From an optimization exercise on the open Yosys and OpenROAD flow, aimed at a short achievable clock period and few clock cycles; shortcuts taken in it are not production practice.
Only simulation tests tie the RTL to the original design; equivalence was not proved.

==> v18 <==
Design cpu_core, start of the top module:
module cpu_core (
    input  logic           clock,
    input  logic           rst,
    output isa_pkg::word_t address_imem,
    input  isa_pkg::word_t instr,
    output isa_pkg::word_t address_dmem,
    output isa_pkg::word_t data,
    output logic           wren,
    input  isa_pkg::word_t q_dmem
);
    localparam int BP_BITS = 6;
    localparam int BP_N    = 1 << BP_BITS;
    isa_pkg::word_t     pc;         
    isa_pkg::word_t     link_pred;  
    isa_pkg::word_t     pc_pred;
    isa_pkg::word_t     pc_next;
    logic [1:0]         bp_ctr [BP_N];
    logic [BP_N-1:0]    bp_valid;
    logic [BP_BITS-1:0] f_idx;
    isa_pkg::ctrl_t     ctrl;
    isa_pkg::reg_idx_t  f_rd;
    isa_pkg::reg_idx_t  f_rs;
    isa_pkg::reg_idx_t  f_rt;
    isa_pkg::word_t     imm;
    isa_pkg::word_t     target;
    isa_pkg::word_t     rf_rs;
    isa_pkg::word_t     rf_rt;
    isa_pkg::word_t     rf_rd;
    isa_pkg::word_t     d_rs;
    isa_pkg::word_t     d_rt;
    isa_pkg::word_t     d_rd;
    logic               d_fwd_rs;
    logic               d_fwd_rt;
    logic               d_fwd_rd;
    isa_pkg::word_t     pc_inc;
    isa_pkg::word_t     pc_branch;
    logic               static_taken;
    logic [1:0]         f_ctr;      
    logic               pred_taken;
    isa_pkg::ctrl_t     e_ctrl;
    isa_pkg::word_t     e_pc_inc;
    isa_pkg::word_t     e_alt;      
    isa_pkg::word_t     e_link;     
    logic               e_pred;     
    logic [1:0]         e_ctr;      
    logic [BP_BITS-1:0] e_idx;
    isa_pkg::word_t     e_imm;
    isa_pkg::reg_idx_t  e_shamt;
    isa_pkg::word_t     e_rs_r;
    isa_pkg::word_t     e_rt_r;
    isa_pkg::word_t     e_rd_r;
    logic               e_fwd_rs;
    logic               e_fwd_rt;
    logic               e_fwd_rd;
    isa_pkg::word_t     e_rs;
    isa_pkg::word_t     e_rt;
    isa_pkg::word_t     e_rd;
    isa_pkg::word_t     e_rs2;      
    isa_pkg::word_t     e_rt2;      
    isa_pkg::word_t     e_rd_a;     
    isa_pkg::word_t     e_sum;
    isa_pkg::word_t     e_diff;
    isa_pkg::word_t     e_addr;
    isa_pkg::word_t     e_logic;
    isa_pkg::word_t     e_shift;
    logic               e_valid;    
  ...
==> flow/config.mk <==
export PLATFORM = sky130hd
export DESIGN_NAME = cpu_core
export DESIGN_NICKNAME = cpu_core
export VERILOG_FILES = /design/flow/design.v
export SDC_FILE = /design/flow/constraint.sdc
export NUM_CORES = 4
export LEC_CHECK = 0
export ABC_AREA = 1
export CAP_MARGIN = 20
export CORE_MARGIN = 2
export CORE_UTILIZATION = 40
export PLACE_DENSITY = 0.65
export SETUP_SLACK_MARGIN = 5
export SLEW_MARGIN = 20
export SYNTH_HIERARCHICAL = 1
==> flow/constraint.sdc <==
create_clock -name core_clock -period 8.0 [get_ports {clock}]
set_input_delay 1.6000 -clock core_clock [delete_from_list [all_inputs] [get_ports {clock}]]
set_output_delay 1.6000 -clock core_clock [all_outputs]
set_load 0.01 [all_outputs]
run.sh (not shown) runs the stock make flow with config.mk's settings and CLKGATE_MAP_FILE= SYNTH_SCRIPT=/design/flow/synth_recipe.tcl, a recipe that flattens the netlist after the stock synthesis.
==> v2: changes against v18 <==
--- a/flow/design.v
+++ b/flow/design.v
@@ -283,40 +283,20 @@
     logic case_mr;
     logic case_rm;
     logic case_mm;
     logic early_miss;
     logic [8:0] k;
-    isa_pkg::m_src_t m_alu;
-    isa_pkg::word_t  m_res;
-    logic lt_mr_q, lt_mr_a;
-    logic lt_rm_q, lt_rm_a;
-    logic ne_mr_q, ne_mr_a;
-    logic ne_rm_q, ne_rm_a;
-    logic jr_miss_q, jr_miss_a;
-    always_comb begin
-        m_alu      = m_src;
-        m_alu.load = 1'b0;
-    end
-    m_value u_m_res (.src(m_alu), .q_dmem(q_dmem), .value(m_res));
-    lt_signed #(.W(32)) c_rr  (.a(reg_rd), .b(reg_rs), .lt(lt_rr));
-    lt_signed #(.W(32)) c_mrq (.a(q_dmem), .b(reg_rs), .lt(lt_mr_q));
-    lt_signed #(.W(32)) c_mra (.a(m_res),  .b(reg_rs), .lt(lt_mr_a));
-    lt_signed #(.W(32)) c_rmq (.a(reg_rd), .b(q_dmem), .lt(lt_rm_q));
-    lt_signed #(.W(32)) c_rma (.a(reg_rd), .b(m_res),  .lt(lt_rm_a));
-    ne_cmp e_rr  (.a(reg_rd), .b(reg_rs), .ne(ne_rr));
-    ne_cmp e_mrq (.a(q_dmem), .b(reg_rs), .ne(ne_mr_q));
-    ne_cmp e_mra (.a(m_res),  .b(reg_rs), .ne(ne_mr_a));
-    ne_cmp e_rmq (.a(reg_rd), .b(q_dmem), .ne(ne_rm_q));
-    ne_cmp e_rma (.a(reg_rd), .b(m_res),  .ne(ne_rm_a));
-    ne_cmp j_r  (.a(reg_rd), .b(link), .ne(jr_miss_r));
-    ne_cmp j_mq (.a(q_dmem), .b(link), .ne(jr_miss_q));
-    ne_cmp j_ma (.a(m_res),  .b(link), .ne(jr_miss_a));
-    assign lt_mr     = m_src.load ? lt_mr_q   : lt_mr_a;
-    assign lt_rm     = m_src.load ? lt_rm_q   : lt_rm_a;
-    assign ne_mr     = m_src.load ? ne_mr_q   : ne_mr_a;
-    assign ne_rm     = m_src.load ? ne_rm_q   : ne_rm_a;
-    assign jr_miss_m = m_src.load ? jr_miss_q : jr_miss_a;
+    isa_pkg::word_t m_val;
+    m_value u_m_val (.src(m_src), .q_dmem(q_dmem), .value(m_val));
+    lt_signed #(.W(32)) c_rr (.a(reg_rd), .b(reg_rs), .lt(lt_rr));
+    lt_signed #(.W(32)) c_mr (.a(m_val),  .b(reg_rs), .lt(lt_mr));
+    lt_signed #(.W(32)) c_rm (.a(reg_rd), .b(m_val),  .lt(lt_rm));
+    ne_cmp e_rr (.a(reg_rd), .b(reg_rs), .ne(ne_rr));
+    ne_cmp e_mr (.a(m_val),  .b(reg_rs), .ne(ne_mr));
+    ne_cmp e_rm (.a(reg_rd), .b(m_val),  .ne(ne_rm));
+    ne_cmp j_r (.a(reg_rd), .b(link), .ne(jr_miss_r));
+    ne_cmp j_m (.a(m_val),  .b(link), .ne(jr_miss_m));
     assign case_rr = !fwd_rd && !fwd_rs;
     assign case_mr =  fwd_rd && !fwd_rs;
     assign case_rm = !fwd_rd &&  fwd_rs;
     assign case_mm =  fwd_rd &&  fwd_rs;
     always_comb begin
@@ -409,14 +389,14 @@
     input  isa_pkg::word_t    wr_data,
     output isa_pkg::word_t    rd_data_a,
     output isa_pkg::word_t    rd_data_b,
     output isa_pkg::word_t    rd_data_c
 );
-    localparam int S = 4;                
-    localparam int H = 32 / S;    
+    localparam int H = 32 / 2;
     isa_pkg::word_t regs [1:32-1];
-    logic [(32-1)*H-1:0] regs_s [S];
+    logic [(32-1)*H-1:0] regs_lo;
+    logic [(32-1)*H-1:0] regs_hi;
     always_ff @(posedge clock) begin
         if (rst) begin
             for (int i = 1; i < 32; i++) begin
                 regs[i] <= '0;
             end
@@ -427,21 +407,21 @@
                 end
             end
         end
     end
     always_comb begin
-        for (int k = 0; k < S; k++) begin
-            for (int i = 1; i < 32; i++) begin
-                regs_s[k][(i-1)*H +: H] = regs[i][k*H +: H];
-            end
+        for (int i = 1; i < 32; i++) begin
+            regs_lo[(i-1)*H +: H] = regs[i][H-1:0];
+            regs_hi[(i-1)*H +: H] = regs[i][32-1:H];
         end
     end
-    for (genvar k = 0; k < S; k++) begin : slice
-        rf_read_slice #(.W(H)) rd_a (.idx(rd_idx_a), .regs(regs_s[k]), .data(rd_data_a[k*H +: H]));
-        rf_read_slice #(.W(H)) rd_b (.idx(rd_idx_b), .regs(regs_s[k]), .data(rd_data_b[k*H +: H]));
-        rf_read_slice #(.W(H)) rd_c (.idx(rd_idx_c), .regs(regs_s[k]), .data(rd_data_c[k*H +: H]));
-    end
+    rf_read_slice #(.W(H)) a_lo (.idx(rd_idx_a), .regs(regs_lo), .data(rd_data_a[H-1:0]));
+    rf_read_slice #(.W(H)) a_hi (.idx(rd_idx_a), .regs(regs_hi), .data(rd_data_a[32-1:H]));
+    rf_read_slice #(.W(H)) b_lo (.idx(rd_idx_b), .regs(regs_lo), .data(rd_data_b[H-1:0]));
+    rf_read_slice #(.W(H)) b_hi (.idx(rd_idx_b), .regs(regs_hi), .data(rd_data_b[32-1:H]));
+    rf_read_slice #(.W(H)) c_lo (.idx(rd_idx_c), .regs(regs_lo), .data(rd_data_c[H-1:0]));
+    rf_read_slice #(.W(H)) c_hi (.idx(rd_idx_c), .regs(regs_hi), .data(rd_data_c[32-1:H]));
 endmodule
 `timescale 1ns/1ps
 module hazard_unit (
     input  isa_pkg::reg_idx_t src,
     input  isa_pkg::word_t    reg_val,
@@ -772,17 +752,16 @@
         end
     end
     always_ff @(posedge clock) begin
         if (rst) begin
             bp_valid <= '0;
+            for (int i = 0; i < BP_N; i++) begin
+                bp_ctr[i] <= 2'd0;
+            end
         end else if (t_branch) begin
             bp_valid[t_idx] <= 1'b1;
-        end
-    end
-    always_ff @(posedge clock) begin
-        if (t_branch) begin
-            bp_ctr[t_idx] <= t_ctr_new;
+            bp_ctr[t_idx]   <= t_ctr_new;
         end
     end
     always_ff @(posedge clock) begin
         if (rst) begin
             m_write <= 1'b0;
--- a/flow/config.mk
+++ b/flow/config.mk
@@ -7,9 +7,8 @@
 export LEC_CHECK = 0
 export ABC_AREA = 1
 export CAP_MARGIN = 20
 export CORE_MARGIN = 2
 export CORE_UTILIZATION = 40
-export PLACE_DENSITY = 0.65
-export SETUP_SLACK_MARGIN = 5
+export SETUP_SLACK_MARGIN = 4.8
 export SLEW_MARGIN = 20
 export SYNTH_HIERARCHICAL = 1
==> v3: changes against v18 <==
--- a/flow/design.v
+++ b/flow/design.v
@@ -254,12 +254,12 @@
 );
     assign value = ({32{src.load}} & q_dmem) | src.sum | src.diff | src.addi |
                    src.logic_res | src.shift_res | src.link;
 endmodule
 module branch_unit (
-    input  isa_pkg::word_t reg_rd,
-    input  isa_pkg::word_t reg_rs,
+    input  isa_pkg::word_t reg_rd_n,   
+    input  isa_pkg::word_t reg_rs_n,   
     input  isa_pkg::m_src_t m_src,
     input  isa_pkg::word_t q_dmem,
     input  logic           fwd_rd,
     input  logic           fwd_rs,
     input  logic           is_bne,
@@ -285,10 +285,14 @@
     logic case_mm;
     logic early_miss;
     logic [8:0] k;
     isa_pkg::m_src_t m_alu;
     isa_pkg::word_t  m_res;
+    isa_pkg::word_t  reg_rd;
+    isa_pkg::word_t  reg_rs;
+    assign reg_rd = ~reg_rd_n;
+    assign reg_rs = ~reg_rs_n;
     logic lt_mr_q, lt_mr_a;
     logic lt_rm_q, lt_rm_a;
     logic ne_mr_q, ne_mr_a;
     logic ne_rm_q, ne_rm_a;
     logic jr_miss_q, jr_miss_a;
@@ -540,10 +544,12 @@
     isa_pkg::word_t     e_imm;
     isa_pkg::reg_idx_t  e_shamt;
     isa_pkg::word_t     e_rs_r;
     isa_pkg::word_t     e_rt_r;
     isa_pkg::word_t     e_rd_r;
+    isa_pkg::word_t     e_rd_bn;
+    isa_pkg::word_t     e_rs_bn;
     logic               e_fwd_rs;
     logic               e_fwd_rt;
     logic               e_fwd_rd;
     isa_pkg::word_t     e_rs;
     isa_pkg::word_t     e_rt;
@@ -684,12 +690,14 @@
         e_idx    <= f_idx;
         e_link   <= link_pred;
         e_imm    <= imm;
         e_shamt  <= instr[7 +: 5];
         e_rs_r   <= d_rs;
+        e_rs_bn  <= ~d_rs;
         e_rt_r   <= d_rt;
         e_rd_r   <= d_rd;
+        e_rd_bn  <= ~d_rd;
         e_fwd_rs <= d_fwd_rs;
         e_fwd_rt <= d_fwd_rt;
         e_fwd_rd <= d_fwd_rd;
         x_load   <= e_ctrl.is_lw && (d_fwd_rs || d_fwd_rt || d_fwd_rd);
         b_load   <= e_ctrl.is_lw && (d_fwd_rs || d_fwd_rd) &&
@@ -736,12 +744,12 @@
         .logic_res (e_logic),
         .shift_res (e_shift)
     );
     assign e_write = e_valid && e_ctrl.reg_write;
     branch_unit u_branch (
-        .reg_rd     (e_rd_r),
-        .reg_rs     (e_rs_r),
+        .reg_rd_n   (e_rd_bn),
+        .reg_rs_n   (e_rs_bn),
         .m_src      (m_src_b),
         .q_dmem     (q_dmem),
         .fwd_rd     (e_fwd_rd),
         .fwd_rs     (e_fwd_rs),
         .is_bne     (e_valid && e_ctrl.is_bne),
--- a/flow/config.mk
+++ b/flow/config.mk
@@ -7,9 +7,8 @@
 export LEC_CHECK = 0
 export ABC_AREA = 1
 export CAP_MARGIN = 20
 export CORE_MARGIN = 2
 export CORE_UTILIZATION = 40
-export PLACE_DENSITY = 0.65
 export SETUP_SLACK_MARGIN = 5
 export SLEW_MARGIN = 20
 export SYNTH_HIERARCHICAL = 1
==> summary.md <==
| Metric | Value |
|---|---|
| Status | finished clean |
| WHS | 316 ps |
| DP HPWL | 417000 um |
| Worst setup endpoint | e_rs_r[9] |
| Met3 Usage GRT | 9.10% |
| Fmax | 290 MHz |
| CP startpoint kind | input pin |
(the above is from v18)
==> summary.md <==
| Metric | Value |
|---|---|
| Status | finished clean |
| CP startpoint kind | register |
| Met3 Usage GRT | between 10% and 20% |
| WHS | 320 ps |
| Fmax | 313 MHz |
| Worst setup endpoint | address_imem[1] |
| DP HPWL | 452000 um |
(the above is from v3)
==> summary.md <==
| Metric | Value |
|---|---|
| CP startpoint kind | input pin |
| Final Slew Violations | 0 |
| CP Cell Sequence | buf_16 > buf_4 > inv_16 > buf_6 > nand4_1 > nand2_1 > nor2_1 > nand2_1 > nor2_1 > nand2_1 > inv_1 > nand2_1 > nand3_1 > nand2_1 |
| Worst setup endpoint | e_rt_r[18] |
| WHS | about 330 ps |
| Fmax | 298 MHz |
| Status | finished clean |
(the above is from v2)
Testbench counts of v18, summed over its fixed seeds: cycles 37,199.
Testbench counts of v2, summed over its fixed seeds: cycles 37,199.
Testbench counts of v3, summed over its fixed seeds: cycles 37,199.

==> separate check: timing with driven ports <==
How much do the figures lean on ideal ports? The routed layouts below were timed once more, with nothing changed but the port constraints.
Step 1 (the two cells are an assumption about what drives the block):
set clk [get_ports {clock}]
set_driving_cell -lib_cell sky130_fd_sc_hd__clkbuf_16 $clk
set_driving_cell -lib_cell sky130_fd_sc_hd__buf_2 [delete_from_list [all_inputs] $clk]
Step 2 moves the port delays by t, midway between the first and last clock arrival at a register: inputs arrive t later, outputs are due t later. That takes back most of the time a late clock gives input paths.
Three values: ideal, step 1, step 2; two values: the first two.
| run | shift t [ns] | setup WS [ns] | slew at the worst register clock pin (ns) |
|---|---|---|---|
| v18 | 1.070 | 4.547 / 4.547 / 3.477 | 0.07 / 0.07 |
| v2 | 1.041 | 4.642 / 4.271 / 3.230 | 0.07 / 0.07 |
| v3 | 1.065 | 4.801 / 4.694 / 3.629 | 0.08 / 0.08 |
After both steps setup and hold are still met in every run listed. For v2, which loses most, drivers alone change the setup slack by -0.371 ns; drivers and shift together by -1.412 ns.
